From an optimization exercise on the open Yosys and OpenROAD flow, aimed at small area and a short achievable clock period; shortcuts taken in it are not production practice.
No run shown here included a check of the RTL's function; only the layout flow was run.
Power is estimated from default activity; no workload was simulated.

## flow/config.mk

```make
export PLATFORM = sky130hd
export DESIGN_NAME = motion_command_word_parser_core
export DESIGN_NICKNAME = motion_command_word_parser_core
export VERILOG_FILES = /design/flow/design.v
export SDC_FILE = /design/flow/constraint.sdc
export NUM_CORES = 4
export LEC_CHECK = 0
export CAP_MARGIN = 20
export CORE_MARGIN = 2
export CORE_UTILIZATION = 40
export SLEW_MARGIN = 20
```

## flow/run.sh

```bash
#!/bin/bash
# synth_recipe.tcl (not shown) runs the flow's synth.tcl, then flattens the netlist and writes it again
# the make line also repeats each setting of config.mk as NAME=value (left out here)
make -C /OpenROAD-flow-scripts/flow DESIGN_CONFIG=/design/flow/config.mk WORK_HOME=/design/flow/orfs CLKGATE_MAP_FILE= SYNTH_SCRIPT=/design/flow/synth_recipe.tcl finish
```

## flow/design.v

```verilog
package mcwp_pkg;
    localparam logic [3:0] CODE_DOT   = 4'b1010;
    localparam logic [3:0] CODE_EMPTY = 4'b1100;
    localparam logic [2:0] STATUS_OK       = 3'd0;
    localparam logic [2:0] STATUS_CANCEL   = 3'd1;
    localparam logic [2:0] STATUS_BAD_CHAR = 3'd2;
    localparam logic [2:0] STATUS_BAD_NUM  = 3'd3;
    localparam logic [2:0] STATUS_LIMIT    = 3'd4;
    localparam logic [16:0] LIMIT_RESET = 17'd99999;
endpackage
module mcwp_axis_eval (
    input  logic [23:0] codes,
    input  logic [16:0] limit,
    output logic        bad,
    output logic        over,
    output logic        empty,
    output logic [16:0] mils
);
    logic [5:0] dot, emp, dig;
    logic [3:0] dv [6];
    always_comb begin
        for (int i = 0; i < 6; i++) begin
            dot[i] = codes[4*i+3] & codes[4*i+1];
            emp[i] = codes[4*i+3] & codes[4*i+2];
            dig[i] = !dot[i] && !emp[i];
            dv[i]  = {codes[4*i+3] & !codes[4*i+2], codes[4*i+2] & !codes[4*i+3],
                      codes[4*i+1], codes[4*i]};
        end
    end
    logic tail_ok, sh_a, sh_b, sh_c, sh_d;
    logic p0, p1, p2;
    logic [3:0] dT, dK, dH, dt, du;
    always_comb begin
        tail_ok = !dot[3] && !dot[4] && !dot[5];
        sh_a  = dot[0] && dig[1] && !dot[2] && tail_ok;
        sh_b  = dig[0] && dot[1] && dig[2] && tail_ok;
        sh_c  = dig[0] && dig[1] && dot[2] && tail_ok;
        sh_d  = dig[0] && !dot[1] && emp[2];
        empty = emp[0];
        bad   = !(sh_a || sh_b || sh_c || sh_d || empty);
        p0 = dot[0];
        p1 = dot[1] || emp[1];
        p2 = !p0 && !p1;
        dT = p2 ? dv[0] : 4'd0;
        dK = p2 ? dv[1] : p1 ? dv[0] : 4'd0;
        dH = p2 ? dv[3] : p1 ? dv[2] : dv[1];
        dt = p2 ? dv[4] : p1 ? dv[3] : dv[2];
        du = p2 ? dv[5] : p1 ? dv[4] : dv[3];
        mils = 17'(dT) * 17'd10000 + 17'(dK) * 17'd1000 + 17'(dH) * 17'd100
             + 17'(dt) * 17'd10 + 17'(du);
        over = mils > limit;
    end
endmodule
module motion_command_word_parser_core (
    input  logic        aclk,
    input  logic        aresetn,
    input  logic        s_valid,
    output logic        s_ready,
    input  logic [7:0]  s_rx_byte,
    output logic        m_valid,
    input  logic        m_ready,
    output logic [2:0]  m_status,
    output logic [1:0]  m_error_axis,
    output logic [16:0] m_x_mils,
    output logic [16:0] m_y_mils,
    output logic [16:0] m_z_mils,
    input  logic        cfg_valid,
    output logic        cfg_ready,
    input  logic [2:0]  cfg_index,
    input  logic [16:0] cfg_data
);
    logic [16:0] limit_reg [3];
    logic [16:0] hold_reg  [3];
    logic [71:0] st;           
    logic        sel_act;      
    logic [1:0]  sel_ax;       
    logic [2:0]  idx;          
    logic        discard;
    logic        mv;
    logic [2:0]  status_reg;
    logic [1:0]  axis_reg;
    logic [7:0] b;
    logic [7:0] bu;
    logic is_cr, is_etx, is_sp, is_letter, is_f, is_char, is_dot;
    logic [3:0] code;
    logic accept, act, finish, err_any, clr, wr;
    assign b  = s_rx_byte;
    assign bu = b & 8'hDF;
    always_comb begin
        is_cr     = (b == 8'h0D);
        is_etx    = (b == 8'h03);
        is_sp     = (b == 8'h20);
        is_f      = (bu == 8'h46);
        is_letter = (bu == 8'h58) || (bu == 8'h59) || (bu == 8'h5A) || is_f;
        is_dot    = (b == 8'h2E);
        is_char   = ((b >= 8'h30) && (b <= 8'h39)) || is_dot;
        code      = is_dot ? mcwp_pkg::CODE_DOT : b[3:0];
    end
    assign s_ready   = !mv || m_ready;
    assign cfg_ready = 1'b1;
    assign accept    = s_valid && s_ready;
    assign act       = accept && !discard;
    assign finish    = act && is_cr;
    assign err_any   = act && (is_etx || (sel_act && !is_cr && !is_sp && !is_letter && !is_char));
    assign clr       = mv && m_ready;
    assign wr        = act && sel_act && is_char && !(idx[2] && idx[1]);
    always_ff @(posedge aclk) begin
        if (!aresetn) begin
            for (int a = 0; a < 3; a++) begin
                limit_reg[a] <= mcwp_pkg::LIMIT_RESET;
                hold_reg[a]  <= '0;
            end
        end else if (cfg_valid) begin
            case (cfg_index)
                3'd0: limit_reg[0] <= cfg_data;
                3'd1: limit_reg[1] <= cfg_data;
                3'd2: limit_reg[2] <= cfg_data;
                3'd3: hold_reg[0]  <= cfg_data;
                3'd4: hold_reg[1]  <= cfg_data;
                3'd5: hold_reg[2]  <= cfg_data;
                default: ;
            endcase
        end
    end
    logic [2:0]  bad, over, empty;
    logic [16:0] mils [3];
    logic [16:0] val  [3];
    mcwp_axis_eval u_eval_x (.codes(st[23:0]),  .limit(limit_reg[0]), .bad(bad[0]), .over(over[0]), .empty(empty[0]), .mils(mils[0]));
    mcwp_axis_eval u_eval_y (.codes(st[47:24]), .limit(limit_reg[1]), .bad(bad[1]), .over(over[1]), .empty(empty[1]), .mils(mils[1]));
    mcwp_axis_eval u_eval_z (.codes(st[71:48]), .limit(limit_reg[2]), .bad(bad[2]), .over(over[2]), .empty(empty[2]), .mils(mils[2]));
    logic [2:0] bad_l, over_l;
    logic [2:0] fin_status;
    logic [1:0] fin_axis;
    always_comb begin
        for (int a = 0; a < 3; a++) begin
            bad_l[a]  = !mv && bad[a];
            over_l[a] = !mv && !empty[a] && over[a];
            val[a]    = (mv || empty[a]) ? hold_reg[a] : mils[a];
        end
        if (|bad_l) begin
            fin_status = mcwp_pkg::STATUS_BAD_NUM;
            fin_axis   = bad_l[2] ? 2'd2 : bad_l[1] ? 2'd1 : 2'd0;
        end else if (|over_l) begin
            fin_status = mcwp_pkg::STATUS_LIMIT;
            fin_axis   = over_l[2] ? 2'd2 : over_l[1] ? 2'd1 : 2'd0;
        end else begin
            fin_status = mcwp_pkg::STATUS_OK;
            fin_axis   = 2'd0;
        end
    end
    always_ff @(posedge aclk) begin
        for (int a = 0; a < 3; a++) begin
            for (int i = 0; i < 6; i++) begin
                for (int k = 0; k < 4; k++) begin
                    if (!aresetn) begin
                        st[a*24+i*4+k] <= mcwp_pkg::CODE_EMPTY[k];
                    end else if (finish && (i*4+k) < 17) begin
                        st[a*24+i*4+k] <= val[a][i*4+k];
                    end else if (wr && sel_ax == 2'(a) && idx == 3'(i)) begin
                        st[a*24+i*4+k] <= code[k];
                    end else if (clr) begin
                        st[a*24+i*4+k] <= mcwp_pkg::CODE_EMPTY[k];
                    end
                end
            end
        end
    end
    always_ff @(posedge aclk) begin
        if (!aresetn) begin
            sel_act <= 1'b0;
            discard <= 1'b0;
            mv      <= 1'b0;
        end else begin
            mv <= finish || err_any || (mv && !m_ready);
            if (accept) begin
                if (is_cr) begin
                    sel_act <= 1'b0;
                    discard <= 1'b0;
                end else if (!discard) begin
                    if (err_any) begin
                        discard <= 1'b1;
                    end else if (is_letter) begin
                        sel_act <= 1'b1;
                    end else if (sel_act && is_char && idx[2] && idx[1]) begin
                        sel_act <= 1'b0;
                    end
                end
            end
        end
    end
    always_ff @(posedge aclk) begin
        if (accept && is_letter) begin
            sel_ax <= {b[1] | is_f, b[0] | is_f};
            idx    <= 3'd0;
        end else if (wr) begin
            idx    <= idx + 3'd1;
        end
    end
    always_ff @(posedge aclk) begin
        if (s_ready) begin
            if (is_cr) begin
                status_reg <= fin_status;
                axis_reg   <= fin_axis;
            end else if (is_etx) begin
                status_reg <= mcwp_pkg::STATUS_CANCEL;
                axis_reg   <= 2'd0;
            end else begin
                status_reg <= mcwp_pkg::STATUS_BAD_CHAR;
                axis_reg   <= sel_ax;
            end
        end
    end
    logic res_ok;
    assign res_ok       = (status_reg == mcwp_pkg::STATUS_OK);
    assign m_valid      = mv;
    assign m_status     = status_reg;
    assign m_error_axis = axis_reg;
    assign m_x_mils     = st[16:0]  & {17{res_ok}};
    assign m_y_mils     = st[40:24] & {17{res_ok}};
    assign m_z_mils     = st[64:48] & {17{res_ok}};
endmodule
```

## flow/constraint.sdc

```tcl
create_clock -name core_clock -period 10.0 [get_ports {aclk}]
set_input_delay 2.0000 -clock core_clock [delete_from_list [all_inputs] [get_ports {aclk}]]
set_output_delay 2.0000 -clock core_clock [all_outputs]
set_load 0.01 [all_outputs]
```

==> run summary, run 1 <==
outcome=complete, no violations; worst hold start=limit_reg[0][11]; Worst Setup End Kind=register; flops & latches, synth=187; switching share of power=27.15%; Mapped Avg Cell Area=7.870 um^2; ANT nets after route=0; fin cells=2,888; Fin Hold WS=0.4575 ns; CTS buffer count=17; global-route usage over all layers=23.64%; delay-heaviest family, CP=adder cells; syn_nets=2,620; vias in the first global route=15,300; Max Clock Skew=0.01457 ns; antenna diode count=0; metal1 wirelength=25,470 um; wire per inst=19.09 um; CTS Hold Bufs=0; Final Hold Vio Count=0; Hold Crit Depth=2; Die Height=214.5 um; worst path bufs/invs=4; Setup CP Type=register to register; CTS Buffer Depth=2; LEAKAGE=0.009329 uW; FF-to-FF path depth=28; CTS tree=yes; largest net degree at the start of global routing=78; Post-DP HPWL=42,860 um; Worst Hold Path EP=limit_reg[0][11]; Multi-input gate area=12,700 um^2; Chip Width=214.5 um; Clock Latency Late Sink=0.46 ns; Worst R2R Setup Slack=1.74 ns; Crit path largest cell delay=0.65 ns; area delta synth->final=11.32%; worst-path maximum fanout=14; CTS sink cnt=187; max layer used=met5; die area=46,030 um^2; layout cells sized above 1=3.789%; Yosys cell types=79; Synth Flop Type=dfxtp_1; Reg clk slew, reported paths=0.07 ns; total number of vias=15,850; dominant cell type by area after synthesis=dfxtp_1; max reg flops=72; Port Buffers=90; FF-to-FF End=axis_reg[0]; Period minus WS final=8.255 ns; core footprint=44,030 um^2; Int Pwr=1172 uW; worst-margin pin slew=0.9601 ns; CP max stage cell=fa_1; Placement Rows=77; post-placement cell area=19,150 um^2; # DRC=0; largest cells by area after synthesis=dfxtp_1 20%, ha_1 18%, fa_1 9.1%; register share of total power=47.8%; CTS H-tree lvls=4; Setup Viol. Count Final=0; CP Launch Type=register; Arr. time, crit path=8.44 ns; placed insts=2,856; CP required=10.18 ns; Psw=436.9 uW; DR pass1 iterations=6; Seq/Total Area, Yosys=21.51%; slew margin rel.=35.44%; Post-synth EDFFs=7; RD Place Congestion=0.9028; GRT Residual Overflow=0; max-slew violations=0; first-pass GRT wire length=85,840 um; max-cap viol count=0; PwrDens=81.53 nW/um^2; routed length on met3=2949 um; Hold Crit Class=register to register; Yosys top cell area share=20.32%; Worst R2R Start=st[51]; cells resized by post-CTS repair=0; Filler cells=4,419; RSZ-0062 raised after global routing=false; metal2 WL=25,440 um; design area=19,740 um^2; Post-Synthesis Cells=2,253; vias per cell=5.489; Fin Setup TNS=0 ns; initial antenna violation count=2; 1st-iter DRT viols=1,246; root buf cell=clkbuf_16; Register Area=3814 um^2; Nets=2,650; Initial Utilization=40.27%; Cell Area, Synth=17,730 um^2; routed wire length=55,130 um; VDD IR max=105.8 uV; Clock Power Share=42.9%; Tcrit/Tclk final=82.55%; Synth Warn #=52; Fmax=121.1 MHz; postcts setup bufs=0; Synth async-reset ratio=0%; Top-Level Pins=92; logic gate share of total power=9.4%
[worst max-delay path by stage]
stage | start | endpoint | slack, ns | cells after the start
final | st[51] | axis_reg[0] | 1.74 | 28
after floorplan | st[51] | axis_reg[0] | 2.83 | 32
after global routing | st[51] | axis_reg[0] | 1.20 | 28
after global placement | st[51] | axis_reg[0] | 2.08 | 28
after detailed placement | st[51] | axis_reg[0] | 1.80 | 28
after CTS | st[51] | axis_reg[0] | 1.76 | 28
[stage by stage]
| step | power [uW] | util, % | worst slack, ns |
|---|---|---|---|
| final | 1609 | 44.83 | 1.745 |
| after floorplan | 866.4 | - | 2.826 |
| after global placement | 931.0 | 43.49 | 2.079 |
| after CTS | 1606 | 44.82 | 1.755 |
| after detailed placement | 932.6 | 43.49 | 1.805 |
| after global routing | 1656 | 44.83 | 1.196 |
[worst min-delay path: stages (launching register included)]
cell and delay [ns]:
dfxtp_1 0.31, nand2_1 0.05, a21oi_1 0.05
[area by class of cell]
class                   count  share of cell area, %
clock buffers              22                  2.567
clock inverters            10                 0.3993
inverters                 230                  4.380
multi-input cells        1739                  64.36
flip-flops and latches    187                  19.32
well taps                 592                  3.753
repair buffers            108                  5.223
[synthesized netlist by cell type (all sizes together), types with 4 or more instances]
master / n
buf: 18
o21ai: 103
o21a: 14
a221o: 5
a211oi: 16
clkbuf: 79
nand3: 76
and3: 13
mux2i: 34
inv: 229
xor2: 25
a311o: 4
a21boi: 7
a21o: 33
a21oi: 208
o221ai: 8
o211ai: 36
xnor2: 48
ha: 253
edfxtp: 7
mux2: 5
nand2: 330
nand3b: 10
fa: 81
nand4: 15
o31ai: 7
or2: 5
nor2b: 17
o21bai: 18
dfxtp: 180
nand2b: 30
a221oi: 8
or3: 11
nor2: 144
and2: 64
nor3: 37
a31oi: 15
a32o: 4
[metal layers]
metal / GRT usage, % / vias to the layer above
met1: 32.12 / 7573
met2: 39.15 / 439
met3: 3.660 / 75
met4: 6.111 / 2
met5: 0 / -
li1: - / 7762
[cell families (layout without fill, tap and decap cells)]
kind of cell | after synthesis | after routing | synth area share (%)
multiplexers | 39 | 39 | 2.237
AND/OR/NAND/NOR | 764 | 764 | 19.95
AO/OA/AOI/OAI | 528 | 528 | 18.66
flip-flops | 187 | 187 | 21.51
other | 1 | 1 | 0.02115
buffers and inverters | 327 | 370 | 7.028
XOR/XNOR | 73 | 73 | 3.606
adder cells (fa/ha/maj) | 334 | 334 | 27.00
[power groups by stage]
stage | combinational, uW | sequential (uW) | clock [uW]
global route | 163 | 770 | 723
floorplan | 83.7 | 783 | 0
detailed placement | 147 | 786 | 0
CTS | 148 | 769 | 690
global placement | 145 | 786 | 0
finish | 151 | 769 | 690
[cells in the final DEF, fill, tap and decap left out, drive strengths merged, types with 64 or more instances in the layout]
cell           count
o21ai            103
a21oi            208
dfxtp            180
ha               253
clkdlybuf4s50     89
fa                81
nand2            330
nor2             144
and2              64
inv              232
nand3             76
==> run 2, diff against run 1 <==
--- a/flow/design.v
+++ b/flow/design.v
@@ -46,10 +46,153 @@
         dH = p2 ? dv[3] : p1 ? dv[2] : dv[1];
         dt = p2 ? dv[4] : p1 ? dv[3] : dv[2];
         du = p2 ? dv[5] : p1 ? dv[4] : dv[3];
-        mils = 17'(dT) * 17'd10000 + 17'(dK) * 17'd1000 + 17'(dH) * 17'd100
-             + 17'(dt) * 17'd10 + 17'(du);
-        over = mils > limit;
-    end
+    end
+    function automatic logic [16:0] tab_dT(input logic [3:0] x);
+        case (x)
+            4'd0: tab_dT = 17'd0;
+            4'd1: tab_dT = 17'd10000;
+            4'd2: tab_dT = 17'd20000;
+            4'd3: tab_dT = 17'd30000;
+            4'd4: tab_dT = 17'd40000;
+            4'd5: tab_dT = 17'd50000;
+            4'd6: tab_dT = 17'd60000;
+            4'd7: tab_dT = 17'd70000;
+            4'd8: tab_dT = 17'd80000;
+            4'd9: tab_dT = 17'd90000;
+            default: tab_dT = 'x;
+        endcase
+    endfunction
+    logic [16:0] p_dT;
+    assign p_dT = tab_dT(dT);
+    function automatic logic [13:0] tab_dK(input logic [3:0] x);
+        case (x)
+            4'd0: tab_dK = 14'd0;
+            4'd1: tab_dK = 14'd1000;
+            4'd2: tab_dK = 14'd2000;
+            4'd3: tab_dK = 14'd3000;
+            4'd4: tab_dK = 14'd4000;
+            4'd5: tab_dK = 14'd5000;
+            4'd6: tab_dK = 14'd6000;
+            4'd7: tab_dK = 14'd7000;
+            4'd8: tab_dK = 14'd8000;
+            4'd9: tab_dK = 14'd9000;
+            default: tab_dK = 'x;
+        endcase
+    endfunction
+    logic [13:0] p_dK;
+    assign p_dK = tab_dK(dK);
+    function automatic logic [9:0] tab_dH(input logic [3:0] x);
+        case (x)
+            4'd0: tab_dH = 10'd0;
+            4'd1: tab_dH = 10'd100;
+            4'd2: tab_dH = 10'd200;
+            4'd3: tab_dH = 10'd300;
+            4'd4: tab_dH = 10'd400;
+            4'd5: tab_dH = 10'd500;
+            4'd6: tab_dH = 10'd600;
+            4'd7: tab_dH = 10'd700;
+            4'd8: tab_dH = 10'd800;
+            4'd9: tab_dH = 10'd900;
+            default: tab_dH = 'x;
+        endcase
+    endfunction
+    logic [9:0] p_dH;
+    assign p_dH = tab_dH(dH);
+    function automatic logic [6:0] tab_dt(input logic [3:0] x);
+        case (x)
+            4'd0: tab_dt = 7'd0;
+            4'd1: tab_dt = 7'd10;
+            4'd2: tab_dt = 7'd20;
+            4'd3: tab_dt = 7'd30;
+            4'd4: tab_dt = 7'd40;
+            4'd5: tab_dt = 7'd50;
+            4'd6: tab_dt = 7'd60;
+            4'd7: tab_dt = 7'd70;
+            4'd8: tab_dt = 7'd80;
+            4'd9: tab_dt = 7'd90;
+            default: tab_dt = 'x;
+        endcase
+    endfunction
+    logic [6:0] p_dt;
+    assign p_dt = tab_dt(dt);
+    logic cs1;
+    logic cs2;
+    assign cs1 = p_dK[3] ^ p_dH[3];
+    assign cs2 = p_dK[3] & p_dH[3];
+    logic cs3;
+    logic cs4;
+    assign cs3 = p_dT[4] ^ p_dK[4] ^ p_dH[4];
+    assign cs4 = (p_dT[4] & p_dK[4]) | (p_dT[4] & p_dH[4]) | (p_dK[4] & p_dH[4]);
+    logic cs5;
+    logic cs6;
+    assign cs5 = p_dT[5] ^ p_dK[5] ^ p_dH[5];
+    assign cs6 = (p_dT[5] & p_dK[5]) | (p_dT[5] & p_dH[5]) | (p_dK[5] & p_dH[5]);
+    logic cs7;
+    logic cs8;
+    assign cs7 = p_dT[6] ^ p_dK[6] ^ p_dH[6];
+    assign cs8 = (p_dT[6] & p_dK[6]) | (p_dT[6] & p_dH[6]) | (p_dK[6] & p_dH[6]);
+    logic cs9;
+    logic cs10;
+    assign cs9 = p_dT[7] ^ p_dK[7];
+    assign cs10 = p_dT[7] & p_dK[7];
+    logic cs11;
+    logic cs12;
+    assign cs11 = p_dT[8] ^ p_dK[8];
+    assign cs12 = p_dT[8] & p_dK[8];
+    logic cs13;
+    logic cs14;
+    assign cs13 = p_dT[9] ^ p_dK[9];
+    assign cs14 = p_dT[9] & p_dK[9];
+    logic cs15;
+    logic cs16;
+    assign cs15 = p_dH[2] ^ p_dt[2];
+    assign cs16 = p_dH[2] & p_dt[2];
+    logic cs17;
+    logic cs18;
+    assign cs17 = cs1 ^ p_dt[3] ^ du[3];
+    assign cs18 = (cs1 & p_dt[3]) | (cs1 & du[3]) | (p_dt[3] & du[3]);
+    logic cs19;
+    logic cs20;
+    assign cs19 = cs2 ^ cs3 ^ p_dt[4];
+    assign cs20 = (cs2 & cs3) | (cs2 & p_dt[4]) | (cs3 & p_dt[4]);
+    logic cs21;
+    logic cs22;
+    assign cs21 = cs4 ^ cs5 ^ p_dt[5];
+    assign cs22 = (cs4 & cs5) | (cs4 & p_dt[5]) | (cs5 & p_dt[5]);
+    logic cs23;
+    logic cs24;
+    assign cs23 = cs6 ^ cs7 ^ p_dt[6];
+    assign cs24 = (cs6 & cs7) | (cs6 & p_dt[6]) | (cs7 & p_dt[6]);
+    logic cs25;
+    logic cs26;
+    assign cs25 = cs8 ^ cs9 ^ p_dH[7];
+    assign cs26 = (cs8 & cs9) | (cs8 & p_dH[7]) | (cs9 & p_dH[7]);
+    logic cs27;
+    logic cs28;
+    assign cs27 = cs10 ^ cs11 ^ p_dH[8];
+    assign cs28 = (cs10 & cs11) | (cs10 & p_dH[8]) | (cs11 & p_dH[8]);
+    logic cs29;
+    logic cs30;
+    assign cs29 = cs12 ^ cs13 ^ p_dH[9];
+    assign cs30 = (cs12 & cs13) | (cs12 & p_dH[9]) | (cs13 & p_dH[9]);
+    logic cs31;
+    logic cs32;
+    assign cs31 = cs14 ^ p_dT[10] ^ p_dK[10];
+    assign cs32 = (cs14 & p_dT[10]) | (cs14 & p_dK[10]) | (p_dT[10] & p_dK[10]);
+    logic cs33;
+    logic cs34;
+    assign cs33 = p_dT[11] ^ p_dK[11];
+    assign cs34 = p_dT[11] & p_dK[11];
+    logic cs35;
+    logic cs36;
+    assign cs35 = p_dT[12] ^ p_dK[12];
+    assign cs36 = p_dT[12] & p_dK[12];
+    logic cs37;
+    logic cs38;
+    assign cs37 = p_dT[13] ^ p_dK[13];
+    assign cs38 = p_dT[13] & p_dK[13];
+    assign mils = {p_dT[16], p_dT[15], cs38, cs36, cs34, cs32, cs30, cs28, cs26, cs24, cs22, cs20, cs18, cs16, cs15, p_dt[1], du[0]} + {1'b0, 1'b0, p_dT[14], cs37, cs35, cs33, cs31, cs29, cs27, cs25, cs23, cs21, cs19, cs17, du[2], du[1], 1'b0};
+    assign over = mils > limit;
 endmodule
 module motion_command_word_parser_core (
     input  logic        aclk,
==> run summary, run 2 <==
LEAKAGE=0.007931 uW (was 0.009329 uW); FF-to-FF path depth=21 (was 28); area delta synth->final=11.48% (was 11.32%); max layer used=met4 (was met5); routed wire length=57,220 um (was 55,130 um); mux contribution to synthesized area=2.984% (was 2.237%); Top-Level Pins=92 (unchanged); Post-Synth Adder-Cell Area=16.20% (was 27.00%); Max Clock Skew=0.01191 ns (was 0.01457 ns); total number of vias=16,020 (was 15,850); most frequent cells in the layout=377 x nand2_1, 191 x a21oi_1, 180 x dfxtp_1, 153 x ha_1, 142 x inv_1 (was 326 x nand2_1, 253 x ha_1, 229 x inv_1, 208 x a21oi_1, 180 x dfxtp_1); RD Place Congestion=0.9198 (was 0.9028); Synth Area in Compound Gates=23.08% (was 18.66%); Post-synth EDFFs=7 (unchanged); Fin Hold WS=0.4578 ns (was 0.4575 ns); wire per inst=20.92 um (was 19.09 um); post-placement cell area=17,530 um^2 (was 19,150 um^2); ANT nets after route=0 (unchanged); metal2 WL=25,690 um (was 25,440 um); dominant cell type by area after synthesis=dfxtp_1 (unchanged); max reg flops=72 (unchanged); Port Buffers=90 (unchanged); CTS Hold Bufs=0 (unchanged); Fin Setup TNS=0 ns (unchanged); main combinational cell family by area after synthesis=simple AND/OR/NAND/NOR gates (was adder cells); Yosys cell types=86 (was 79); RSZ-0062 raised after global routing=false (unchanged); global-route usage over all layers=27.07% (was 23.64%); placed insts=2,703 (was 2,856); Fmax=140.8 MHz (was 121.1 MHz); Synth Warn #=52 (unchanged); largest cells by area after synthesis=dfxtp_1 22%, ha_1 12%, nand2_1 8.7% (was dfxtp_1 20%, ha_1 18%, fa_1 9.1%); Reg clk slew, reported paths=0.08 ns (was 0.07 ns); metal1 wirelength=26,060 um (was 25,470 um); Post-Synthesis Cells=2,183 (was 2,253); Die Height=205.7 um (was 214.5 um); CTS sink cnt=187 (unchanged); simple-gate share of the synthesized area=25.62% (was 19.95%); routed length on met3=3993 um (was 2949 um); initial antenna violation count=0 (was 2); Setup Viol. Count Final=0 (unchanged); max-cap viol count=0 (unchanged); Period minus WS final=7.101 ns (was 8.255 ns); Yosys top cell area share=22.15% (was 20.32%); Hold Crit Class=register to register (unchanged); worst-margin pin slew=1.034 ns (was 0.9601 ns); CTS tree=yes (unchanged); top-count cell post-synth=nand2_1 (unchanged); Arr. time, crit path=7.31 ns (was 8.44 ns); Initial Utilization=40.76% (was 40.27%); Seq/Total Area, Yosys=23.44% (was 21.51%); Worst Setup End Kind=register (unchanged); postcts setup bufs=0 (unchanged); worst-path maximum fanout=16 (was 14); Cell Area, Synth=16,270 um^2 (was 17,730 um^2); die area=42,300 um^2 (was 46,030 um^2); GRT Residual Overflow=0 (unchanged); Setup CP Type=register to register (unchanged); Chip Width=205.7 um (was 214.5 um); CTS H-tree lvls=4 (unchanged); DR pass1 iterations=8 (was 6); Synth async-reset ratio=0% (unchanged); Placement Rows=73 (was 77); Mapped Avg Cell Area=7.452 um^2 (was 7.870 um^2); XOR/XNOR share of the synthesized area=2.423% (was 3.606%); largest net degree at the start of global routing=83 (was 78); layout cells sized above 1=4.389% (was 3.789%); fin cells=2,735 (was 2,888); Synth Flop Type=dfxtp_1 (unchanged); first-pass GRT wire length=88,540 um (was 85,840 um); Clock Latency Late Sink=0.46 ns (about the same); max-slew violations=0 (unchanged); vias in the first global route=15,090 (was 15,300); design area=18,140 um^2 (was 19,740 um^2); VDD IR max=122.1 uV (was 105.8 uV); CP Launch Type=register (unchanged); CP required=10.21 ns (was 10.18 ns); CTS Buffer Depth=2 (unchanged); flops & latches, synth=187 (unchanged); 1st-iter DRT viols=1,494 (was 1,246); outcome=complete, no violations (unchanged); vias per cell=5.858 (was 5.489); Post-DP HPWL=43,090 um (was 42,860 um); CTS buffer count=17 (unchanged); Tcrit/Tclk final=71.01% (was 82.55%); # DRC=0 (unchanged); root buf cell=clkbuf_16 (unchanged); antenna diode count=0 (unchanged); Nets=2,419 (was 2,650); slew margin rel.=30.91% (was 35.44%); core footprint=39,910 um^2 (was 44,030 um^2); Final Hold Vio Count=0 (unchanged); Hold Crit Depth=2 (unchanged); syn_nets=2,405 (was 2,620); most common library cells after synthesis=377 x nand2_1, 192 x a21oi_1, 180 x dfxtp_1 (was 326 x nand2_1, 253 x ha_1, 229 x inv_1); most common cell after layout, fill and taps aside=nand2_1 (unchanged); PwrDens=88.43 nW/um^2 (was 81.53 nW/um^2); cells resized by post-CTS repair=0 (unchanged)
==> run 2: cell types whose count changed after synthesis, sizes merged, moves of 19 or more <==
cell and delta:
inv -87, nor2 -25, fa -45, and3 +25
nand2 +47, ha -100, clkbuf +19, nand3 -27
o21ai +32
==> run 2: cell type report <==
class                      count  area [um^2]
sequential                   187         3814
fill                        3999        21780
tap                          525        656.9
timing repair buffer         110         1046
multi-input combinational   1737        11480
clock inverter                15        170.2
clock buffer                  17        425.4
inverter                     144        541.8
==> run 2: path summary, 6_finish.rpt <==
kind | end | slack (ns) | startpoint
setup / recovery | axis_reg[0] | 2.90 | st[27]
hold / removal | limit_reg[1][5] | 0.46 | limit_reg[1][5]
setup reg to reg | axis_reg[0] | 2.90 | st[27]
hold reg to reg | limit_reg[1][5] | 0.46 | limit_reg[1][5]
==> run 2: worst max-delay path, cell delays in order, from the launching register on <==
cell and delay (ns):
dfxtp_1 0.60, and2_0 0.76, nor3_1 0.18, a211oi_1 0.70
xnor2_1 0.20, fa_1 0.52, inv_1 0.05, fa_1 0.50
inv_1 0.04, ha_1 0.33, and3_1 0.20, a22o_1 0.29
o2111a_1 0.30, or2_2 0.31, a211o_1 0.27, ha_1 0.31
a21o_1 0.17, a21o_1 0.17, a22o_1 0.17, or4_1 0.53
nand4b_1 0.16, a21oi_1 0.08
==> run 2: cell families after synthesis <==
family	Yosys count
compound gates	588
xor+xnor	45
fa+ha+maj	189
buf+inv	259
flops	187
mux	47
other cells	1
simple gates	867
==> run 2: routing by layer <==
metal	track usage, %	vias to the layer above
li1	-	7697
met1	37.48	7629
met2	43.51	596
met3	3.975	99
met4	7.837	0
met5	0	-
==> run 2: power by group <==
group          total, uW  internal (uW)  switching (uW)
registers            768            760            7.97
logic                136           42.0            93.7
clock network        700            339             360
==> run 2: per-stage QoR <==
stage / worst slack [ns] / util (%) / power, uW
floorplan: 3.897 / - / 857.3
global placement: 3.054 / 43.90 / 916.6
detailed placement: 3.004 / 43.92 / 918.6
CTS: 2.979 / 45.42 / 1603
global route: 2.200 / 45.44 / 1648
finish: 2.899 / 45.44 / 1604
==> run 3, diff against run 2 <==
--- a/flow/config.mk
+++ b/flow/config.mk
@@ -5,7 +5,9 @@
 export SDC_FILE = /design/flow/constraint.sdc
 export NUM_CORES = 4
 export LEC_CHECK = 0
+export ABC_CLOCK_PERIOD_IN_PS = 4500
 export CAP_MARGIN = 20
 export CORE_MARGIN = 2
 export CORE_UTILIZATION = 40
+export SETUP_SLACK_MARGIN = 5
 export SLEW_MARGIN = 20
==> run summary, run 3 <==
CTS H-tree lvls=4 (unchanged); # DRC=0 (unchanged); RSZ-0062 raised after global routing=true (was false); Top-Level Pins=92 (unchanged); Period minus WS final=5.738 ns (was 7.101 ns); Post-DP HPWL=43,560 um (was 43,090 um); CP required=10.19 ns (was 10.21 ns); Synth async-reset ratio=0% (unchanged); Yosys cell types=86 (unchanged); Nets=2,509 (was 2,419); dominant cell type by area after synthesis=dfxtp_1 (unchanged); routing usage on met1=39.21% (was 37.48%); die area=42,300 um^2 (unchanged); total number of vias=16,670 (was 16,020); first-pass GRT wire length=92,100 um (was 88,540 um); Place WS=3.272 ns (was 3.004 ns); CP Launch Type=register (unchanged); CTS tree=yes (unchanged); Arr. time, crit path=5.93 ns (was 7.31 ns); design area=19,520 um^2 (was 18,140 um^2); 1st-iter DRT viols=1,627 (was 1,494); vias per cell=5.900 (was 5.858); post-placement cell area=17,720 um^2 (was 17,530 um^2); switching share of power=26.72% (was 28.81%); most common cell after layout, fill and taps aside=nand2_1 (unchanged); vias in the first global route=15,790 (was 15,090); Clock Latency Late Sink=0.44 ns (was 0.46 ns); Initial Utilization=40.76% (unchanged); Psw=426.3 uW (was 462.1 uW); grt peak-use layer=met2 (unchanged); routed wire length=59,930 um (was 57,220 um); max-slew violations=0 (unchanged); Cell Area, Synth=16,270 um^2 (unchanged); Worst Setup End Kind=register (unchanged); most frequent CP cell=inv_2; ANT nets after route=0 (unchanged); Synth Flop Type=dfxtp_1 (unchanged); Die Height=205.7 um (unchanged); LEAKAGE=0.008415 uW (was 0.007931 uW); layout cells sized above 1=12.48% (was 4.389%); DR pass1 iterations=7 (was 8); Seq/Total Area, Yosys=23.44% (unchanged); Final Hold Vio Count=0 (unchanged); Max Clock Skew=0.01111 ns (was 0.01191 ns); grt met2 use=45.54% (was 43.51%); CTS Buffer Depth=2 (unchanged); setup slack after layout=4.262 ns (was 2.899 ns); Tcrit/Tclk final=57.38% (was 71.01%); most frequent cells in the layout=373 x nand2_1, 179 x a21oi_1, 161 x dfxtp_1, 142 x ha_1, 136 x inv_1 (was 377 x nand2_1, 191 x a21oi_1, 180 x dfxtp_1, 153 x ha_1, 142 x inv_1); Chip Width=205.7 um (unchanged); syn_nets=2,405 (unchanged); largest cells by area after synthesis=dfxtp_1 22%, ha_1 12%, nand2_1 8.7% (unchanged); number of cells on the critical path=24 (was 21); Reg clk slew, reported paths=0.07 ns (was 0.08 ns); Hold Crit Class=register to register (unchanged); wire per inst=21.20 um (was 20.92 um); Crit path largest cell delay=0.54 ns (was 0.76 ns); delay-heaviest family, CP=adder cells (was compound AO/OA/AOI/OAI gates); most common library cells after synthesis=377 x nand2_1, 192 x a21oi_1, 180 x dfxtp_1 (unchanged); root buf cell=clkbuf_16 (unchanged); RD Place Congestion=0.9680 (was 0.9198); Post-synth EDFFs=7 (unchanged); slew margin rel.=32.37% (was 30.91%); CTS buffer count=17 (unchanged); GRT Residual Overflow=0 (unchanged); Fmax=174.3 MHz (was 140.8 MHz); FF-to-FF path depth=24 (was 21); register share of total power=47.9% (about the same); top-count cell post-synth=nand2_1 (unchanged); core footprint=39,910 um^2 (unchanged); CTS sink cnt=187 (unchanged); Hold Crit Depth=2 (unchanged); crit-path cells=o21ai_4 > and3_4 > a21oi_4 > inv_2 > ha_4 > a21oi_2 > a22o_1 > fa_1 > inv_2 > fa_1 > inv_2 > ha_4 > o21a_1 > o2111a_2 > a2111oi_4 > o41ai_2 > xor2_1 > ha_1 > nand4_1 > nor4_4 > a21boi_2 > or4_4 > nand4b_1 > a21oi_1 (was and2_0 > nor3_1 > a211oi_1 > xnor2_1 > fa_1 > inv_1 > fa_1 > inv_1 > ha_1 > and3_1 > a22o_1 > o2111a_1 > or2_2 > a211o_1 > ha_1 > a21o_1 > a21o_1 > a22o_1 > or4_1 > nand4b_1 > a21oi_1); Setup Viol. Count Final=0 (unchanged); worst-path maximum fanout=5 (was 16); Setup CP Type=register to register (unchanged); max reg flops=72 (unchanged); Port Buffers=90 (unchanged); flops & latches, synth=187 (unchanged); max-cap viol count=0 (unchanged); Synth Warn #=52 (unchanged); Yosys top cell area share=22.15% (unchanged); Int Pwr=1169 uW (was 1142 uW); Clock Power Share=43.2% (was 43.6%); met3 usage in global routing=4.118% (was 3.975%); logic gate share of total power=9.0% (was 8.5%); CP max stage cell=or4_4 (was and2_0); VDD IR max=136.3 uV (was 122.1 uV); outcome=complete, no violations (unchanged); initial antenna violation count=0 (unchanged); Fin Setup TNS=0 ns (unchanged); worst path bufs/invs=3 (was 2); largest net degree at the start of global routing=73 (was 83); Placement Rows=73 (unchanged); area delta synth->final=20.01% (was 11.48%); PwrDens=81.73 nW/um^2 (was 88.43 nW/um^2); global-route usage over all layers=28.32% (was 27.07%); Post-Synthesis Cells=2,183 (unchanged); worst-margin pin slew=1.011 ns (was 1.034 ns); Mapped Avg Cell Area=7.452 um^2 (unchanged)
==> run 3: cell counts after synthesis <==
No cell type changed its count.
==> run 3: cell families after synthesis <==
family / count (synthesis) / synth area share [%]
buffers and inverters: 259 / 6.230
flip-flops: 187 / 23.44
other: 1 / 0.02305
AND/OR/NAND/NOR: 867 / 25.62
XOR/XNOR: 45 / 2.423
adder cells (fa/ha/maj): 189 / 16.20
AO/OA/AOI/OAI: 588 / 23.08
multiplexers: 47 / 2.984
==> run 3: path summary, 6_finish.rpt <==
path | start | end | slack, ns
max reg2reg | st[29] | axis_reg[0] | 4.26
max | st[29] | axis_reg[0] | 4.26
min | limit_reg[1][8] | limit_reg[1][8] | 0.46
min reg2reg | limit_reg[1][8] | limit_reg[1][8] | 0.46
==> run 3: cell type report <==
type | instances | area, um^2
inverter | 144 | 541.8
timing repair buffer | 197 | 1743
multi-input combinational | 1740 | 12120
clock buffer | 21 | 471.7
clock inverter | 11 | 110.1
fill | 3867 | 20390
tap | 525 | 656.9
sequential | 187 | 3877
antenna | 1 | 2.502
==> run 3: layer usage <==
layer	share of wire [%]	wire length, um
met1	44	26400
met2	45	26910
met3	8.3	4970
met5	0	0
met4	2.7	1644
==> run 3: power by group through the flow <==
stage                     Combinational [uW]  Clock, uW  Sequential (uW)
after floorplan                         75.6          0              783
after global placement                   134          0              785
after detailed placement                 136          0              786
after CTS                                138        688              764
after global routing                     152        720              765
final                                    143        689              764
==> run 3: what timing repair did <==
| item | in CTS | in global routing |
|---|---|---|
| setup endpoints to repair | 16 | 6 |
| pin swaps | 42 | 16 |
| resized for setup | 120 | 24 |
| buffers inserted | 80 | 6 |
| cloned | 3 | 0 |
| hold buffers | 0 | 0 |
==> run 3: metrics by stage <==
step | std cells | utilization (%) | power [uW] | hold slack [ns]
floorplan | 2183 | - | 858.1 | 0.4319
global placement | 2702 | 44.38 | 919.1 | 0.4412
detailed placement | 2703 | 44.40 | 921.1 | 0.4470
CTS | 2818 | 48.49 | 1590 | 0.4570
global route | 2825 | 48.91 | 1637 | 0.4732
finish | 2826 | 48.91 | 1596 | 0.4552
==> run 3: worst min-delay path, delay by kind of cell (launching register included) <==
family | cells | cell delay (ns)
flip-flops | 1 | 0.31
AND/OR/NAND/NOR | 1 | 0.05
AO/OA/AOI/OAI | 1 | 0.05
==> run 4, diff against run 3 <==
--- a/flow/design.v
+++ b/flow/design.v
@@ -8,36 +8,47 @@
     localparam logic [2:0] STATUS_LIMIT    = 3'd4;
     localparam logic [16:0] LIMIT_RESET = 17'd99999;
 endpackage
-module mcwp_axis_eval (
+module mcwp_axis_shape (
     input  logic [23:0] codes,
-    input  logic [16:0] limit,
     output logic        bad,
-    output logic        over,
-    output logic        empty,
-    output logic [16:0] mils
+    output logic        empty
 );
     logic [5:0] dot, emp, dig;
-    logic [3:0] dv [6];
     always_comb begin
         for (int i = 0; i < 6; i++) begin
             dot[i] = codes[4*i+3] & codes[4*i+1];
             emp[i] = codes[4*i+3] & codes[4*i+2];
             dig[i] = !dot[i] && !emp[i];
-            dv[i]  = {codes[4*i+3] & !codes[4*i+2], codes[4*i+2] & !codes[4*i+3],
-                      codes[4*i+1], codes[4*i]};
         end
     end
     logic tail_ok, sh_a, sh_b, sh_c, sh_d;
-    logic p0, p1, p2;
-    logic [3:0] dT, dK, dH, dt, du;
     always_comb begin
         tail_ok = !dot[3] && !dot[4] && !dot[5];
-        sh_a  = dot[0] && dig[1] && !dot[2] && tail_ok;
-        sh_b  = dig[0] && dot[1] && dig[2] && tail_ok;
-        sh_c  = dig[0] && dig[1] && dot[2] && tail_ok;
-        sh_d  = dig[0] && !dot[1] && emp[2];
+        sh_a  = dot[0] && dig[1] && !dot[2] && tail_ok;    
+        sh_b  = dig[0] && dot[1] && dig[2] && tail_ok;     
+        sh_c  = dig[0] && dig[1] && dot[2] && tail_ok;     
+        sh_d  = dig[0] && !dot[1] && emp[2];               
         empty = emp[0];
         bad   = !(sh_a || sh_b || sh_c || sh_d || empty);
+    end
+endmodule
+module mcwp_axis_conv (
+    input  logic [23:0] codes,
+    output logic [16:0] mils
+);
+    logic [5:0] dot, emp;
+    logic [3:0] dv [6];
+    always_comb begin
+        for (int i = 0; i < 6; i++) begin
+            dot[i] = codes[4*i+3] & codes[4*i+1];
+            emp[i] = codes[4*i+3] & codes[4*i+2];
+            dv[i]  = {codes[4*i+3] & !codes[4*i+2], codes[4*i+2] & !codes[4*i+3],
+                      codes[4*i+1], codes[4*i]};
+        end
+    end
+    logic p0, p1, p2;
+    logic [3:0] dT, dK, dH, dt, du;
+    always_comb begin
         p0 = dot[0];
         p1 = dot[1] || emp[1];
         p2 = !p0 && !p1;
@@ -59,7 +70,7 @@
             4'd7: tab_dT = 17'd70000;
             4'd8: tab_dT = 17'd80000;
             4'd9: tab_dT = 17'd90000;
-            default: tab_dT = 'x;
+            default: tab_dT = '0;
         endcase
     endfunction
     logic [16:0] p_dT;
@@ -76,7 +87,7 @@
             4'd7: tab_dK = 14'd7000;
             4'd8: tab_dK = 14'd8000;
             4'd9: tab_dK = 14'd9000;
-            default: tab_dK = 'x;
+            default: tab_dK = '0;
         endcase
     endfunction
     logic [13:0] p_dK;
@@ -93,7 +104,7 @@
             4'd7: tab_dH = 10'd700;
             4'd8: tab_dH = 10'd800;
             4'd9: tab_dH = 10'd900;
-            default: tab_dH = 'x;
+            default: tab_dH = '0;
         endcase
     endfunction
     logic [9:0] p_dH;
@@ -110,7 +121,7 @@
             4'd7: tab_dt = 7'd70;
             4'd8: tab_dt = 7'd80;
             4'd9: tab_dt = 7'd90;
-            default: tab_dt = 'x;
+            default: tab_dt = '0;
         endcase
     endfunction
     logic [6:0] p_dt;
@@ -192,7 +203,6 @@
     assign cs37 = p_dT[13] ^ p_dK[13];
     assign cs38 = p_dT[13] & p_dK[13];
     assign mils = {p_dT[16], p_dT[15], cs38, cs36, cs34, cs32, cs30, cs28, cs26, cs24, cs22, cs20, cs18, cs16, cs15, p_dt[1], du[0]} + {1'b0, 1'b0, p_dT[14], cs37, cs35, cs33, cs31, cs29, cs27, cs25, cs23, cs21, cs19, cs17, du[2], du[1], 1'b0};
-    assign over = mils > limit;
 endmodule
 module motion_command_word_parser_core (
     input  logic        aclk,
@@ -212,9 +222,11 @@
     input  logic [2:0]  cfg_index,
     input  logic [16:0] cfg_data
 );
-    logic [16:0] limit_reg [3];
-    logic [16:0] hold_reg  [3];
+    logic [2:0][16:0] limit_reg;
+    logic [2:0][16:0] hold_reg;
     logic [71:0] st;           
+    logic [2:0][16:0] val_reg;   
+    logic [1:0]  lw;           
     logic        sel_act;      
     logic [1:0]  sel_ax;       
     logic [2:0]  idx;          
@@ -226,7 +238,7 @@
     logic [7:0] bu;
     logic is_cr, is_etx, is_sp, is_letter, is_f, is_char, is_dot;
     logic [3:0] code;
-    logic accept, act, finish, err_any, clr, wr;
+    logic accept, act, finish, err_any, wr;
     assign b  = s_rx_byte;
     assign bu = b & 8'hDF;
     always_comb begin
@@ -245,7 +257,6 @@
     assign act       = accept && !discard;
     assign finish    = act && is_cr;
     assign err_any   = act && (is_etx || (sel_act && !is_cr && !is_sp && !is_letter && !is_char));
-    assign clr       = mv && m_ready;
     assign wr        = act && sel_act && is_char && !(idx[2] && idx[1]);
     always_ff @(posedge aclk) begin
         if (!aresetn) begin
@@ -265,27 +276,32 @@
             endcase
         end
     end
-    logic [2:0]  bad, over, empty;
-    logic [16:0] mils [3];
-    logic [16:0] val  [3];
-    mcwp_axis_eval u_eval_x (.codes(st[23:0]),  .limit(limit_reg[0]), .bad(bad[0]), .over(over[0]), .empty(empty[0]), .mils(mils[0]));
-    mcwp_axis_eval u_eval_y (.codes(st[47:24]), .limit(limit_reg[1]), .bad(bad[1]), .over(over[1]), .empty(empty[1]), .mils(mils[1]));
-    mcwp_axis_eval u_eval_z (.codes(st[71:48]), .limit(limit_reg[2]), .bad(bad[2]), .over(over[2]), .empty(empty[2]), .mils(mils[2]));
-    logic [2:0] bad_l, over_l;
+    logic [2:0]  bad, empty, over, fresh;
+    logic [23:0] conv_codes;
+    logic [16:0] conv_mils;
+    logic [2:0][16:0] v;
+    mcwp_axis_shape u_shape_x (.codes(st[23:0]),  .bad(bad[0]), .empty(empty[0]));
+    mcwp_axis_shape u_shape_y (.codes(st[47:24]), .bad(bad[1]), .empty(empty[1]));
+    mcwp_axis_shape u_shape_z (.codes(st[71:48]), .bad(bad[2]), .empty(empty[2]));
+    always_comb begin
+        for (int a = 0; a < 3; a++) fresh[a] = (lw == 2'(a));
+        conv_codes = ({24{fresh[0]}} & st[23:0]) | ({24{fresh[1]}} & st[47:24])
+                   | ({24{fresh[2]}} & st[71:48]);
+    end
+    mcwp_axis_conv u_conv (.codes(conv_codes), .mils(conv_mils));
     logic [2:0] fin_status;
     logic [1:0] fin_axis;
     always_comb begin
         for (int a = 0; a < 3; a++) begin
-            bad_l[a]  = !mv && bad[a];
-            over_l[a] = !mv && !empty[a] && over[a];
-            val[a]    = (mv || empty[a]) ? hold_reg[a] : mils[a];
+            v[a]    = fresh[a] ? conv_mils : val_reg[a];
+            over[a] = !empty[a] && (v[a] > limit_reg[a]);
         end
-        if (|bad_l) begin
+        if (|bad) begin
             fin_status = mcwp_pkg::STATUS_BAD_NUM;
-            fin_axis   = bad_l[2] ? 2'd2 : bad_l[1] ? 2'd1 : 2'd0;
-        end else if (|over_l) begin
+            fin_axis   = bad[2] ? 2'd2 : bad[1] ? 2'd1 : 2'd0;
+        end else if (|over) begin
             fin_status = mcwp_pkg::STATUS_LIMIT;
-            fin_axis   = over_l[2] ? 2'd2 : over_l[1] ? 2'd1 : 2'd0;
+            fin_axis   = over[2] ? 2'd2 : over[1] ? 2'd1 : 2'd0;
         end else begin
             fin_status = mcwp_pkg::STATUS_OK;
             fin_axis   = 2'd0;
@@ -293,17 +309,29 @@
     end
     always_ff @(posedge aclk) begin
         for (int a = 0; a < 3; a++) begin
+            if (finish && empty[a]) begin
+                val_reg[a] <= hold_reg[a];
+            end else if (fresh[a]) begin
+                val_reg[a] <= conv_mils;
+            end
+        end
+    end
+    always_ff @(posedge aclk) begin
+        if (!aresetn) begin
+            lw <= 2'd3;
+        end else begin
+            lw <= wr ? sel_ax : 2'd3;
+        end
+    end
+    logic clr;
+    assign clr = accept && is_cr;
+    always_ff @(posedge aclk) begin
+        for (int a = 0; a < 3; a++) begin
             for (int i = 0; i < 6; i++) begin
-                for (int k = 0; k < 4; k++) begin
-                    if (!aresetn) begin
-                        st[a*24+i*4+k] <= mcwp_pkg::CODE_EMPTY[k];
-                    end else if (finish && (i*4+k) < 17) begin
-                        st[a*24+i*4+k] <= val[a][i*4+k];
-                    end else if (wr && sel_ax == 2'(a) && idx == 3'(i)) begin
-                        st[a*24+i*4+k] <= code[k];
-                    end else if (clr) begin
-                        st[a*24+i*4+k] <= mcwp_pkg::CODE_EMPTY[k];
-                    end
+                if (!aresetn || clr) begin
+                    st[a*24+i*4 +: 4] <= mcwp_pkg::CODE_EMPTY;
+                end else if (wr && sel_ax == 2'(a) && idx == 3'(i)) begin
+                    st[a*24+i*4 +: 4] <= code;
                 end
             end
         end
@@ -358,7 +386,7 @@
     assign m_valid      = mv;
     assign m_status     = status_reg;
     assign m_error_axis = axis_reg;
-    assign m_x_mils     = st[16:0]  & {17{res_ok}};
-    assign m_y_mils     = st[40:24] & {17{res_ok}};
-    assign m_z_mils     = st[64:48] & {17{res_ok}};
+    assign m_x_mils     = val_reg[0] & {17{res_ok}};
+    assign m_y_mils     = val_reg[1] & {17{res_ok}};
+    assign m_z_mils     = val_reg[2] & {17{res_ok}};
 endmodule
==> run summary, run 4 <==
CTS sink cnt=240 (was 187); Initial Utilization=40.65% (was 40.76%); Psw=531.0 uW (was 426.3 uW); Nets=2,013 (was 2,509); Int Pwr=1726 uW (was 1169 uW); Port Buffers=90 (unchanged); PwrDens=124.7 nW/um^2 (was 81.73 nW/um^2); largest cells by area after synthesis=dfxtp_1 33%, nand2_1 10%, ha_1 8.6% (was dfxtp_1 22%, ha_1 12%, nand2_1 8.7%); DR pass1 iterations=5 (was 7); core footprint=34,540 um^2 (was 39,910 um^2); Mapped Avg Cell Area=8.057 um^2 (was 7.452 um^2); max reg flops=72 (unchanged); Fin Setup TNS=0 ns (unchanged); Cell Area, Synth=14,040 um^2 (was 16,270 um^2); max-cap viol count=0 (unchanged); Max Clock Skew=0.03636 ns (was 0.01111 ns); Die Height=191.4 um (was 205.7 um); logic gate share of total power=6.1% (was 9.0%); VDD IR max=112.3 uV (was 136.3 uV); Worst Setup End Kind=register (unchanged); top-count cell post-synth=nand2_1 (unchanged); total number of vias=13,070 (was 16,670); Yosys cell types=73 (was 86); vias in the first global route=12,310 (was 15,790); root buf cell=clkbuf_16 (unchanged); initial antenna violation count=0 (unchanged); Synth async-reset ratio=0% (unchanged); 1st-iter DRT viols=1,145 (was 1,627); max-slew violations=0 (unchanged); worst-margin pin slew=1.058 ns (was 1.011 ns); Top reg by flops=st; Top-Level Pins=92 (unchanged); slew margin rel.=29.21% (was 32.37%); switching share of power=23.52% (was 26.72%); Placement Rows=68 (was 73); layout cells sized above 1=18.28% (was 12.48%); dominant cell type by area after synthesis=dfxtp_1 (unchanged); Synth Warn #=4 (was 52); Final Hold Vio Count=0 (unchanged); Clock Latency Late Sink=0.57 ns (was 0.44 ns); Setup CP Type=register to register (unchanged); Reg clk slew, reported paths=0.07 ns (about the same); design area=18,100 um^2 (was 19,520 um^2); wire per inst=20.10 um (was 21.20 um); Post-synth EDFFs=7 (unchanged); Tcrit/Tclk final=64.94% (was 57.38%); GRT Residual Overflow=0 (unchanged); flops & latches, synth=240 (was 187); Fmax=154.0 MHz (was 174.3 MHz); largest net degree at the start of global routing=109 (was 73); syn_nets=1,885 (was 2,405); Setup Viol. Count Final=0 (unchanged); CTS Buffer Depth=3 (was 2); vias per cell=5.567 (was 5.900); Seq/Total Area, Yosys=34.71% (was 23.44%); RSZ-0062 raised after global routing=true (unchanged); # DRC=0 (unchanged); most common cell after layout, fill and taps aside=nand2_1 (unchanged); RD Place Congestion=0.8975 (was 0.9680); outcome=complete, no violations (unchanged); most common library cells after synthesis=373 x nand2_1, 233 x dfxtp_1, 97 x ha_1 (was 377 x nand2_1, 192 x a21oi_1, 180 x dfxtp_1); worst-path maximum fanout=8 (was 5); die area=36,620 um^2 (was 42,300 um^2); LEAKAGE=0.007705 uW (was 0.008415 uW); register share of total power=43.7% (was 47.9%); CTS buffer count=28 (was 17); Post-Synthesis Cells=1,743 (was 2,183); Hold Crit Class=register to register (unchanged); routed wire length=47,200 um (was 59,930 um); post-placement cell area=15,380 um^2 (was 17,720 um^2); Register Area=4888 um^2 (was 3877 um^2); global-route usage over all layers=25.11% (was 28.32%); Period minus WS final=6.494 ns (was 5.738 ns); most frequent cells in the layout=369 x nand2_1, 228 x dfxtp_1, 88 x nor2_1, 88 x ha_1, 88 x clkdlybuf4s50_1 (was 373 x nand2_1, 179 x a21oi_1, 161 x dfxtp_1, 142 x ha_1, 136 x inv_1); Post-DP HPWL=32,230 um (was 43,560 um); Filler cells=3,261 (was 3,867); CTS tree=yes (unchanged); Synth Flop Type=dfxtp_1 (unchanged); CP required=10.30 ns (was 10.19 ns); Clock Power Share=50.2% (was 43.2%); ANT nets after route=0 (unchanged); first-pass GRT wire length=71,230 um (was 92,100 um); CTS Hold Bufs=0 (unchanged); Yosys top cell area share=33.21% (was 22.15%); area delta synth->final=28.92% (was 20.01%); CTS H-tree lvls=1 (was 4); Chip Width=191.4 um (was 205.7 um); Arr. time, crit path=6.79 ns (was 5.93 ns); Multi-input gate area=9399 um^2 (was 12,120 um^2); antenna diode count=0 (was 1); CP Launch Type=register (unchanged)
run 4: cells by family after synthesis:
| family | Yosys count | synth area share [%] |
|---|---|---|
| AND/OR/NAND/NOR | 688 | 21.93 |
| flip-flops | 240 | 34.71 |
| XOR/XNOR | 11 | 0.6861 |
| adder cells (fa/ha/maj) | 109 | 10.35 |
| buffers and inverters | 191 | 5.337 |
| other | 1 | 0.02670 |
| multiplexers | 112 | 8.428 |
| AO/OA/AOI/OAI | 391 | 18.53 |
run 4: metal layers:
metal,GRT usage (%),part of all wire (%)
met1,35.29,46
met2,39.38,44
met3,3.598,6.5
met5,0,0
met4,8.314,3.4
run 4: timing repair:
action                                  in CTS  in global routing
pin swaps                                   52                 39
buffers inserted                            52                 29
gates resized for setup                    140                 65
cloned                                       3                  0
endpoints found under the setup margin      49                 40
run 4: metrics by stage:
stage	utilization, %	std cells	hold WS [ns]	power (uW)	setup WS (ns)
after floorplan	-	1743	0.4289	1078	3.782
after global placement	44.52	2211	0.4401	1132	1.926
after detailed placement	44.52	2211	0.4450	1133	1.768
after CTS	50.75	2318	0.4078	2266	3.655
after global routing	52.41	2348	0.4406	2327	3.222
final	52.41	2348	0.4228	2257	3.506
run 4: worst paths after layout:
path / from / end / slack (ns) / depth (start not counted)
worst max-delay path: lw[0] / axis_reg[1] / 3.51 / 25
worst min-delay path: hold_reg[0] / val_reg[0] / 0.42 / 2
worst max register to register: lw[0] / axis_reg[1] / 3.51 / 25
worst min register to register: hold_reg[0] / val_reg[0] / 0.42 / 2
run 4: critical path, cell delays in order (launching register included):
cell and delay, ns:
dfxtp_4 0.39, buf_12 0.14, mux2i_2 0.30, a2bb2oi_2 0.30, buf_4 0.24, nand2_1 0.08
o32a_4 0.27, xor2_1 0.21, mux2i_2 0.11, fa_1 0.57, inv_2 0.04, fa_1 0.57
ha_4 0.23, a21oi_4 0.16, o211ai_1 0.25, a21o_1 0.28, o211ai_1 0.30, mux2i_4 0.34
buf_6 0.15, a31oi_4 0.10, ha_4 0.31, nand4_1 0.14, o41ai_2 0.39, a21oi_2 0.07
a31oi_1 0.19, o21ai_1 0.08
run 4: final cells by class:
cell class                      count  share of cell area, %
Timing Repair Buffer              195                  10.26
Clock inverter                     16                  1.334
Sequential cell                   240                  27.00
Clock buffer                       36                  4.423
Multi-Input combinational cell   1313                  51.91
Inverter                           93                  1.928
Tap cell                          455                  3.144
run 4: power by group through the flow:
stage,Clock (uW),Combinational [uW],Sequential [uW]
after global routing,1190,150,988
final,1130,138,987
after detailed placement,0,125,1010
after CTS,1150,132,987
after floorplan,0,74.0,1000
after global placement,0,124,1010

static timing again, ports no longer ideal:
The flow's constraints put no driver on any port. The routed layouts listed below were extracted and timed again, unchanged, in two steps.
Step 1, drivers: a clkbuf_16 drives aclk and a buf_2 each remaining input, both assumed.
Step 2 moves the port delays by t, midway between the first and last clock arrival at a register: inputs arrive t later, outputs are due t later. That takes back most of the time a late clock gives input paths.
Slacks: no drivers / after step 1 / after step 2; pairs: no drivers / after step 1.
run | t (ns) | slack for setup (ns) | slew at the worst register clock pin (ns) | worst data-port slew with drivers (ns)
run 1 | 0.502 | 1.745 / 1.745 / 1.745 | 0.08 / 0.08 | 0.05
run 2 | 0.508 | 2.899 / 2.899 / 2.899 | 0.09 / 0.09 | 0.05
run 3 | 0.489 | 4.262 / 4.262 / 4.262 | 0.08 / 0.08 | 0.05
run 4 | 0.609 | 3.506 / 3.506 / 3.506 | 0.07 / 0.07 | 0.04
After both steps every run listed still meets setup and hold.
